Context: an optimization exercise on an open-source flow, tuned for small area and few clock cycles. The choices shown serve that exercise and are no tape-out recipe. The RTL was checked by simulation tests, not by an equivalence proof against the original design. Power and IR drop assume default switching activity.

<file path="config.mk">
export PLATFORM = sky130hd
export DESIGN_NAME = rgb565_to_bmp24_stream_top
export DESIGN_NICKNAME = rgb565_to_bmp24_stream_top
export VERILOG_FILES = /design/flow/design.v
export SDC_FILE = /design/flow/constraint.sdc
export NUM_CORES = 4
export LEC_CHECK = 0
export ABC_AREA = 1
export CAP_MARGIN = 20
export CORE_MARGIN = 2
export CORE_UTILIZATION = 40
export SLEW_MARGIN = 20
</file>
<file path="constraint.sdc">
create_clock -name core_clock -period 12.0 [get_ports {i_clk}]
set_input_delay 2.4000 -clock core_clock [delete_from_list [all_inputs] [get_ports {i_clk}]]
set_output_delay 2.4000 -clock core_clock [all_outputs]
set_load 0.01 [all_outputs]
</file>
<file path="design.v">
package rgbb_pkg;
    localparam int MAX_DIM = 4096;
endpackage
module rgb565_to_bmp24_stream_top (
    input  logic        i_clk,
    input  logic        i_rst_n,
    input  logic        i_cfg_we,
    input  logic [0:0]  i_cfg_idx,
    input  logic [12:0] i_cfg_data,
    input  logic        i_pixel_valid,
    output logic        o_pixel_ready,
    input  logic [15:0] i_pixel,
    output logic        o_byte_valid,
    input  logic        i_byte_ready,
    output logic [7:0]  o_out_byte,
    output logic        o_last_of_item,
    output logic        o_end_of_file
);
    logic [12:0] r_w, r_h, cfg_cl;
    assign cfg_cl = (i_cfg_data == 13'd0) ? 13'd1 :
                    (i_cfg_data[12] && i_cfg_data[11:0] != 12'd0) ? 13'd4096 : i_cfg_data;
    always_ff @(posedge i_clk) begin
        if (!i_rst_n) begin
            r_w <= 13'd320;
            r_h <= 13'd180;
        end else if (i_cfg_we) begin
            if (i_cfg_idx == 1'b0) r_w <= cfg_cl;
            else                   r_h <= cfg_cl;
        end
    end
    logic        r_full;
    logic        r_first;
    logic [5:0]  r_pos;
    logic [15:0] r_px;
    logic [11:0] r_col, r_row;
    logic [12:0] col_inc, row_inc;
    logic        row_end, file_end;
    logic [1:0]  pad;
    logic        last;
    logic        take, done, accept, hdr_new;
    assign col_inc  = {1'b0, r_col} + 13'd1;
    assign row_inc  = {1'b0, r_row} + 13'd1;
    assign row_end  = (col_inc == r_w);
    assign file_end = row_end && (row_inc == r_h);
    assign pad      = row_end ? r_w[1:0] : 2'd0;
    assign last     = (r_pos == 6'd56 + {4'd0, pad});
    logic [23:0] r_acc;
    logic [3:0]  r_mcnt;
    logic        r_aprev;
    logic [1:0]  r_mcar;
    logic        mdone, mrestart, mfile;
    logic [12:0] wsh;
    logic        a_i, b_i, r_i;
    logic [2:0]  rsum;
    logic [12:0] msum;
    assign mdone = (r_mcnt == 4'd12);
    assign wsh   = r_w >> (r_mcnt + 4'd2);
    assign a_i   = wsh[0];
    assign b_i   = (r_mcnt == 4'd0) ? r_w[0] : (r_mcnt == 4'd1) ? r_w[1] : 1'b0;
    assign rsum  = {2'd0, a_i} + {2'd0, r_aprev} + {2'd0, b_i} + {1'b0, r_mcar};
    assign r_i   = rsum[0];
    assign msum  = {1'b0, r_acc[23:12]} + (r_i ? r_h : 13'd0);
    logic hdr_acc;
    assign hdr_acc = (r_pos[5:2] == 4'd0 && r_pos[1]) || (r_pos[5:2] == 4'd1 && !r_pos[1])
                  || (r_pos[5:2] == 4'd8 && r_pos[1]) || (r_pos[5:2] == 4'd9 && !r_pos[1]);
    assign o_byte_valid  = r_full && !(hdr_acc && !mdone);
    assign take          = o_byte_valid && i_byte_ready;
    assign done          = take && last;
    assign o_pixel_ready = !r_full || done;
    assign accept        = i_pixel_valid && o_pixel_ready;
    assign hdr_new       = r_full ? file_end : r_first;
    assign mrestart = !i_rst_n || i_cfg_we || (take && (r_pos == 6'd5 || r_pos == 6'd37));
    assign mfile    = !i_rst_n || i_cfg_we || r_pos == 6'd37;
    always_ff @(posedge i_clk) begin
        if (mrestart) begin
            r_acc   <= {mfile ? 12'd13 : 12'd0, 12'd0};
            r_mcnt  <= 4'd0;
            r_aprev <= 1'b0;
            r_mcar  <= 2'd0;
        end else if (!mdone) begin
            r_acc   <= {msum, r_acc[11:1]};
            r_mcnt  <= r_mcnt + 4'd1;
            r_aprev <= a_i;
            r_mcar  <= rsum[2:1];
        end
    end
    always_ff @(posedge i_clk) begin
        if (!i_rst_n) begin
            r_full  <= 1'b0;
            r_first <= 1'b1;
            r_col   <= 12'd0;
            r_row   <= 12'd0;
        end else begin
            if (done) begin
                r_first <= file_end;
                r_col   <= row_end ? 12'd0 : col_inc[11:0];
                if (row_end) r_row <= file_end ? 12'd0 : row_inc[11:0];
            end
            if (accept) r_full <= 1'b1;
            else if (done) r_full <= 1'b0;
        end
    end
    always_ff @(posedge i_clk) begin
        if (accept) begin
            r_px  <= i_pixel;
            r_pos <= hdr_new ? 6'd0 : 6'd54;
        end else if (take) begin
            r_pos <= r_pos + 6'd1;
        end
    end
    logic [4:0] ch5;
    logic [2:0] fr5;
    logic [1:0] fr6;
    logic [7:0] pix_byte;
    assign ch5 = r_pos[1] ? r_px[4:0] : r_px[15:11];
    assign fr5 = 3'(ch5 >= 5'd5) + 3'(ch5 >= 5'd9) + 3'(ch5 >= 5'd14) + 3'(ch5 >= 5'd18)
               + 3'(ch5 >= 5'd23) + 3'(ch5 >= 5'd27) + 3'(ch5 == 5'd31);
    assign fr6 = 2'(r_px[10:5] >= 6'd21) + 2'(r_px[10:5] >= 6'd42) + 2'(r_px[10:5] == 6'd63);
    assign pix_byte = (r_pos == 6'd55) ? {r_px[10:5], fr6} : {ch5, fr5};
    logic [7:0] acc_byte;
    always_comb begin
        case (r_pos[1:0])
            2'd2:    acc_byte = {r_acc[5:0], !r_pos[5], 1'b0};
            2'd3:    acc_byte = r_acc[13:6];
            2'd0:    acc_byte = r_acc[21:14];
            default: acc_byte = {6'd0, r_acc[23:22]};
        endcase
    end
    always_comb begin
        case (r_pos)
            6'd0:  o_out_byte = 8'h42;
            6'd1:  o_out_byte = 8'h4D;
            6'd2, 6'd3, 6'd4, 6'd5, 6'd34, 6'd35, 6'd36, 6'd37: o_out_byte = acc_byte;
            6'd10: o_out_byte = 8'd54;
            6'd14: o_out_byte = 8'd40;
            6'd18: o_out_byte = r_w[7:0];
            6'd19: o_out_byte = {3'd0, r_w[12:8]};
            6'd22: o_out_byte = r_h[7:0];
            6'd23: o_out_byte = {3'd0, r_h[12:8]};
            6'd26: o_out_byte = 8'd1;
            6'd28: o_out_byte = 8'd24;
            6'd54, 6'd55, 6'd56: o_out_byte = pix_byte;
            default: o_out_byte = 8'd0;
        endcase
    end
    assign o_last_of_item = last;
    assign o_end_of_file  = last && file_end;
endmodule
</file>
<file path="run.sh">
#!/bin/bash
# synth_recipe.tcl (not shown) runs the flow's synth.tcl, then flattens the netlist and writes it again
# the make line also repeats each setting of config.mk as NAME=value (left out here)
make -C /OpenROAD-flow-scripts/flow DESIGN_CONFIG=/design/flow/config.mk WORK_HOME=/design/flow/orfs CLKGATE_MAP_FILE= SYNTH_SCRIPT=/design/flow/synth_recipe.tcl finish
</file>
==> key figures <==
Place
  – PortBufs: 46
  – GPL Wtd Cong: 0.966
  – DPL Wire Length: roughly 15000 um
  – Post-Place Setup Slack: roughly 5200 ps

STA
  – Final worst slack: ~4900 ps
  – Measured slew at the worst slew-check pin: 795 ps
  – Clock Skew: 7.40 ps
  – Finish-stage setup viols: 0
  – Fmax: roughly 140 MHz
  – Fin. max-slew vios: 0
  – RSZ-0062 raised after global routing: false
  – Setup tns final: 0 ps
  – Slew HR: a little under half
  – Endpoints failing hold: 0
  – Final min period: about 7000 ps
  – Period Utilization, post-route: between 50% and 60%

Die
  – Die height: around 140 um
  – Core Box Area: between 15000 and 20000 sq um
  – Std cell rows: 48
  – Die W: ~140 um
  – Initial core utilization: between 40% and 50%
  – Die footprint: 18500 sq um
  – I/O pin cnt: 47

Layout
  – # diodes: 0
  – Layout cells sized above 1: ~5%
  – P&R area growth vs syn: 13.5%
  – Layout Nets: 1097

Synthesis
  – Largest cells by area after synthesis: dfxtp_1 (20%), edfxtp_1 (15%), nand2_1 (12%), inv_1 (7.3%), nor2_1 (5.5%)
  – Synth Register Bits: around 110
  – EDFF count, synth: 34
  – Top_reg_cell synth: dfxtp_1
  – Sequential cell area fraction in the yosys report: roughly a third
  – Synth area leader: dfxtp_1
  – Post-synth ARST share: 0%
  – Yosys cell types: 50
  – Synthesized area: 6980 sq um
  – Syn nets: 1060
  – Synth warn: 1
  – Yosys top cell area share: between 20% and 30%
  – Avg Inst Size Synth: between 7 and 8 sq um
  – Mapped Cells: 993

Routing
  – DR WL/cell: roughly 16 um
  – Post-route DRC: 0
  – Vias: 6518
  – Detailed Route WL: around 20000 um
  – Initial DRT Pass Iterations: 7
  – Final ANT Viol Nets: 0
  – Vias per Instance: ~5.2
  – DRT iter0 DRCs: between 500 and 600

Clocking
  – Sink Count: ~110
  – Clock slew at reported path FFs: about 70 ps
  – Post-CTS setup buffer count: 0
  – TritonCTS Buffers: 9
  – CTS H-tree lvls: 3
  – Clk root buf: clkbuf_16
  – Hold buffer count at cts: 0
  – Clock latency on the worst-skew pair: around 350 ps
  – Cts repair resizes: 0
  – CTS tree: built
  – Max clock buf depth: 2

Global routing
  – Routing usage on met2: between 30 and 40%
  – Vias in the first global route: roughly 6000
  – Overflow after GRT: 0
  – Busiest layer in global routing: met2
  – First-pass GRT wire length: between 30000 and 40000 um
  – Initial antenna violation count: 0
  – Met3 usage: approximately 3.3%
  – GR Util All Layers: 22.0%
  – Largest net degree at the start of global routing: 37
  – Met1 Usage GRT: between 30% and 40%

Run status
  – Outcome: finished clean

Hold path
  – Worst Hold Endpoint: r_first
  – Hold_sp: r_first
  – HP Class: flip-flop to flip-flop
  – Hold path cells: 2

Setup path
  – Arrival @ worst endpoint: approximately 4700 ps
  – Critical R2R Launch: r_mcnt[0]
  – R2R Path End: r_acc[23]
  – FF-to-FF path depth: 24
  – Flop-to-flop setup slack: approximately 6800 ps
  – Maximum fanout along the worst path: 11
  – Critical Path RT: roughly 9600 ps
  – CP endpoint kind: primary output
  – Critical path type: flip-flop to primary output
  – Critical path launch point type: flip-flop

Pwr
  – Cell Pwr Density: ~110 nW/um^2
  – Leakage Power: 3.38 nW
  – Peak VDD IR: between 80 and 90 uV

Job
  – Max-cap viol count: 0
[synth_stat cells (8+ instances only)]
master,count
nor3_1,20
nor2_1,102
nand4_1,9
fa_1,8
or2_2,9
nand2_1,222
nand3b_1,10
xor2_1,14
xnor2_1,12
a21oi_1,65
o22ai_1,17
o21ai_1,15
ha_1,24
edfxtp_1,34
nand3_1,55
o21ai_0,70
clkbuf_1,16
dfxtp_1,71
inv_1,136
[worst max-delay path by stage]
stage | cells past startpoint | slack (ps) | end | start
final | 13 | 4870 | o_out_byte[1] | r_pos[1]
after floorplan | 13 | 5980 | o_out_byte[2] | r_pos[1]
after global placement | 13 | 5260 | o_out_byte[2] | r_pos[1]
after CTS | 13 | 4820 | o_out_byte[1] | r_pos[1]
after global routing | 13 | 4510 | o_out_byte[1] | r_pos[1]
after detailed placement | 13 | 5210 | o_out_byte[1] | r_pos[1]
[per-stage QoR]
stage	cell area (sq um)	cells	util (%)	power [W]	hold WS, ps
after detailed placement	7640	1244	44.5	0.000606	452
final	7930	1260	46.2	0.000891	465
after global placement	7640	1244	44.5	0.000605	440
after global routing	7930	1260	46.2	0.000940	496
after CTS	7930	1260	46.2	0.000898	469
after floorplan	6980	993	-	0.000540	431
[layout make-up]
| type | count | area, sq um |
|---|---|---|
| Clock inverter | 4 | 27.5 |
| Sequential cell | 105 | 2440 |
| Clock buffer | 12 | 256 |
| Tap cell | 225 | 282 |
| Fill cell | 1796 | 9250 |
| Inverter | 146 | 548 |
| Multi-Input combinational cell | 718 | 3880 |
| Timing Repair Buffer | 50 | 490 |
[critical path, cell delays in order, from the launching register on]
cell,delay (ps)
edfxtp_1,600
inv_2,160
or2_2,290
o21ai_0,190
inv_1,150
o21ai_0,270
fa_1,470
fa_1,530
fa_1,430
inv_1,80
fa_1,410
o21ai_0,180
nand3_1,120
clkdlybuf4s50_1,520
[flip-flops by register name (all words and copies together) (netlist names)]
register and flops:
r_aprev 1, r_pos 6, r_px 16, r_acc 24, r_h 13, r_mcar 2
r_row 12, r_col 12, r_w 13, r_mcnt 4, r_first 1, r_full 1
[routing by layer]
metal | wire length, um | share of wire (%) | up-vias
li1 | - | - | 3375
met1 | 9440 | 48 | 2980
met2 | 9020 | 46 | 139
met3 | 783 | 4.0 | 24
met4 | 493 | 2.5 | 0
met5 | 0 | 0 | -
[layout by cell type (no fill, tap or decap), drive strengths merged, types with 2 or more instances in the layout]
master,count
a2111oi,3
a211oi,3
a21oi,66
a221oi,3
a31oi,5
and2,2
buf,4
clkbuf,12
clkdlybuf4s50,46
clkinv,9
dfxtp,71
edfxtp,34
fa,8
ha,24
inv,141
nand2,226
nand3,58
nand3b,10
nand4,10
nor2,109
nor3,22
nor4,6
o2111ai,5
o211ai,4
o21ai,85
o221ai,7
o22ai,17
o31ai,3
or2,9
xnor2,12
xor2,14
[kinds of logic after synthesis]
kind of cell               after synthesis  share of synthesized area, %
AOI/OAI and AO/OA                      204                          16.8
muxes                                    1                         0.143
xor gates and xnor gates                26                          3.26
DFF                                    105                          35.0
buffers and inverters                  170                          9.46
and+or+nand+nor                        455                          28.8
adders and majority gates               32                          6.59
[report_power, final]
part | switching [W] | internal (W) | total [W]
registers | 0.0000228 | 0.000385 | 0.000408
clock network | 0.000138 | 0.000153 | 0.000290
logic | 0.000118 | 0.0000753 | 0.000193
Testbench counts, summed over its fixed seeds: cycles 21,164.

## afterwards: timing with drivers on the ports
The results above use ideal ports. As a check the final layout listed here was re-extracted and re-timed, cells and wires unchanged.
Step 1 (the two cells are an assumption about what drives the block):
set clk [get_ports {i_clk}]
set_driving_cell -lib_cell sky130_fd_sc_hd__clkbuf_16 $clk
set_driving_cell -lib_cell sky130_fd_sc_hd__buf_2 [delete_from_list [all_inputs] $clk]
Step 2 moves the port delays by t, midway between the first and last clock arrival at a register: inputs arrive t later, outputs are due t later. That takes back most of the time a late clock gives input paths.
a / b / c = ideal ports / drivers / drivers and shift; a / b = the first two.
t, ns: 0.388
setup WS [ns]: 4.865 / 4.826 / 5.214
pins driven straight from the clock port: 1
After both steps setup and hold are still met in this run. For this run, drivers alone change the setup slack by -0.039 ns; drivers and shift together by +0.349 ns.
